Source: an optimization exercise on an open RTL-to-GDS flow (aim: small area). Production flows keep margins and buffers that such runs may drop.
Only simulation tests tie the RTL to the original design; equivalence was not proved.

==> run M: inputs <==
==> flow/design.v (excerpt) <==
module frame_processor_top (
    input  logic                    clk,
    input  logic                    rst_n,
    input  logic                    i_valid_1,
    output logic                    o_ready_1,
    input  logic [1:0]              i_frame_type,
    input  logic [24-1:0]  i_frame_psn,
    input  logic [256-1:0] i_frame_data,
    output logic                    o_valid_2,
    input  logic                    i_ready_2,
    output logic [24-1:0]  o_frame_psn_2,
    output logic [1:0]              o_frame_type_2,
    output logic [256-1:0] o_frame_data_2,
    output logic                    o_valid_3,
    input  logic                    i_ready_3,
    output logic [24-1:0]  o_frame_psn_3,
    output logic [1:0]              o_frame_type_3,
    output logic [256-1:0] o_frame_data_3,
    output logic                    o_valid_4,
    input  logic                    i_ready_4,
    output logic [24-1:0]  o_frame_psn_4,
    output logic [1:0]              o_frame_type_4
);
==> flow/config.mk <==
export PLATFORM = sky130hd
export DESIGN_NAME = frame_processor_top
export DESIGN_NICKNAME = frame_processor_top
export VERILOG_FILES = /design/flow/design.v
export SDC_FILE = /design/flow/constraint.sdc
export NUM_CORES = 4
export LEC_CHECK = 0
export CAP_MARGIN = 20
export CORE_MARGIN = 2
export CORE_UTILIZATION = 60
export SLEW_MARGIN = 20
==> flow/constraint.sdc <==
create_clock -name core_clock -period 5.0 [get_ports {clk}]
set_input_delay 1.0000 -clock core_clock [delete_from_list [all_inputs] [get_ports {clk}]]
set_output_delay 1.0000 -clock core_clock [all_outputs]
set_load 0.01 [all_outputs]
standard.sh (not shown) runs the stock make flow with config.mk's settings and CLKGATE_MAP_FILE= SYNTH_SCRIPT=/design/flow/synth_recipe.tcl, a recipe that flattens the netlist after the stock synthesis.
==> flow/flow/run.sh <==
#!/bin/bash
# Standard layout with three changes: the port buffers use the smallest
# buffer cell; clock tree synthesis uses clkbuf_4 clusters under a clkbuf_16 root, without dummy
# loads; and the constant-0 output ports share a few tie cells (flow/ties.tcl,
# run at the end of floorplan) instead of one tie cell per port.
set -euo pipefail
here=$(pwd)
bash standard.sh finish \
  "BUFFER_PORTS_ARGS=-buffer_cell sky130_fd_sc_hd__buf_1" \
  "CTS_ARGS=-sink_clustering_enable -repair_clock_nets -buf_list sky130_fd_sc_hd__clkbuf_4 -root_buf sky130_fd_sc_hd__clkbuf_16 -sink_clustering_size 10 -sink_clustering_max_diameter 40 -dont_use_dummy_load" \
  "SKIP_REPAIR_TIE_FANOUT=1" \
  "POST_FLOORPLAN_TCL=$here/flow/ties.tcl" \
  > make_finish.log 2>&1
==> flow/flow/ties.tcl <==
# Drive the design's constant-0 output ports from a few shared tie cells
# (GROUP ports each) instead of one tie cell per port.
set tie_group 32
set block [ord::get_db_block]
set tie_master [[ord::get_db] findMaster sky130_fd_sc_hd__conb_1]

proc tie_is_buf {inst} {
  set m [[$inst getMaster] getName]
  return [expr {[string match "sky130_fd_sc_hd__buf_*" $m] || [string match "sky130_fd_sc_hd__clkbuf_*" $m]}]
}

# Output ports reached from a tie cell's LO pin directly or through buffers
set const_ports {}
set dead_bufs {}
foreach inst [$block getInsts] {
  if {[$inst getMaster] ne $tie_master} { continue }
  set lo [$inst findITerm LO]
  set net [$lo getNet]
  if {$net eq "NULL"} { continue }
  set todo [list $net]
  while {[llength $todo]} {
    set n [lindex $todo 0]
    set todo [lrange $todo 1 end]
    foreach bt [$n getBTerms] {
      if {[$bt getIoType] eq "OUTPUT"} { lappend const_ports $bt }
    }
    foreach it [$n getITerms] {
      if {[$it isOutputSignal]} { continue }
      set li [$it getInst]
      if {[tie_is_buf $li]} {
        set on [[$li findITerm X] getNet]
        if {$on ne "NULL" && [llength [$on getITerms]] == 1} {
          lappend dead_bufs $li
          lappend todo $on
        }
      }
    }
  }
}
puts "tie grouping: [llength $const_ports] constant-0 output ports, [llength $dead_bufs] buffers between"

set named {}
foreach bt $const_ports { lappend named [list [$bt getName] $bt] }
set const_ports {}
foreach e [lsort -dictionary -index 0 $named] { lappend const_ports [lindex $e 1] }
set k 0
set grp 0
set gnet "NULL"
foreach bt $const_ports {
  if {$k % $tie_group == 0} {
    set ginst [odb::dbInst_create $block $tie_master "tie_grp_$grp"]
    set gnet [odb::dbNet_create $block "tie_grp_net_$grp"]
    $gnet setSigType SIGNAL
    [$ginst findITerm LO] connect $gnet
    incr grp
  }
  $bt disconnect
  $bt connect $gnet
  incr k
}
foreach b $dead_bufs {
  set on [[$b findITerm X] getNet]
  odb::dbInst_destroy $b
  if {$on ne "NULL" && [llength [$on getITerms]] == 0 && [llength [$on getBTerms]] == 0} { odb::dbNet_destroy $on }
}
# Tie cells left without loads
foreach inst [$block getInsts] {
  if {[$inst getMaster] ne $tie_master} { continue }
  set lo [$inst findITerm LO]
  set n [$lo getNet]
  if {$n eq "NULL" || [llength [$n getITerms]] + [llength [$n getBTerms]] <= 1} {
    set hi [[$inst findITerm HI] getNet]
    if {$hi ne "NULL" && [llength [$hi getITerms]] + [llength [$hi getBTerms]] > 1} { continue }
    odb::dbInst_destroy $inst
    if {$n ne "NULL" && [llength [$n getITerms]] == 0 && [llength [$n getBTerms]] == 0} { odb::dbNet_destroy $n }
  }
}
puts "tie grouping: $grp tie cells now drive them"
==> run C: changes against run M <==
--- a/flow/flow/ties.tcl
+++ b/flow/flow/ties.tcl
@@ -1,5 +1,5 @@
 # Drive the design's constant-0 output ports from a few shared tie cells
 # (GROUP ports each) instead of one tie cell per port.
-set tie_group 32
+set tie_group 16
 set block [ord::get_db_block]
 set tie_master [[ord::get_db] findMaster sky130_fd_sc_hd__conb_1]
--- a/flow/config.mk
+++ b/flow/config.mk
@@ -8,4 +8,4 @@
 export CAP_MARGIN = 20
 export CORE_MARGIN = 2
-export CORE_UTILIZATION = 60
+export CORE_UTILIZATION = 55
 export SLEW_MARGIN = 20
==> qor summary <==
metric	run M	run C
Outcome	finished clean	finished clean
Placed Cells	4202	4299
Total placed instance area	46900 um^2	47000 um^2
Detailed Route WL	121 mm	119 mm
Multi-input combinational gate total	1291	1299
Number of DRC markers in iteration 0	3016	2819
Insertion delay of the later-clocked pin in the worst-skew pair	0.74 ns	0.76 ns
Shortest period the worst path allows	4.59 ns	4.67 ns
Non-clock buffer share	5.99%	6.01%
Critical path endpoint	x0[21]$_DFFE_PP_	x2[14]$_DFFE_PP_
Via count of the first global-routing pass	27061	27084
Pin count of the biggest net entering global routing	141	148
Met2 global-route usage	50.8%	45.7%
Worst-case hold slack	0.272 ns	0.396 ns

## port drivers added, routing unchanged
The flow's constraints put no driver on any port. The routed layouts listed below were extracted and timed again, unchanged, in two steps.
Step 1 assumes that a clkbuf_16 drives the clock port and a buf_2 every other input.
Step 2, shift: input delay + t, output delay - t, t = (earliest + latest rising clock arrival at the registers) / 2. This alone moves slack from input paths to output paths.
a / b / c = ideal ports / drivers / drivers and shift; a / b = the first two.
run	t (ns)	slack for setup (ns)	latest minus earliest clock arrival (ns)	worst data-port slew with drivers (ns)
run M	0.748	0.409 / 0.409 / 0.409	0.129 / 0.129	0.18
run C	0.739	0.335 / 0.335 / 0.335	0.184 / 0.184	0.17
After both steps setup and hold are still met in every run listed.
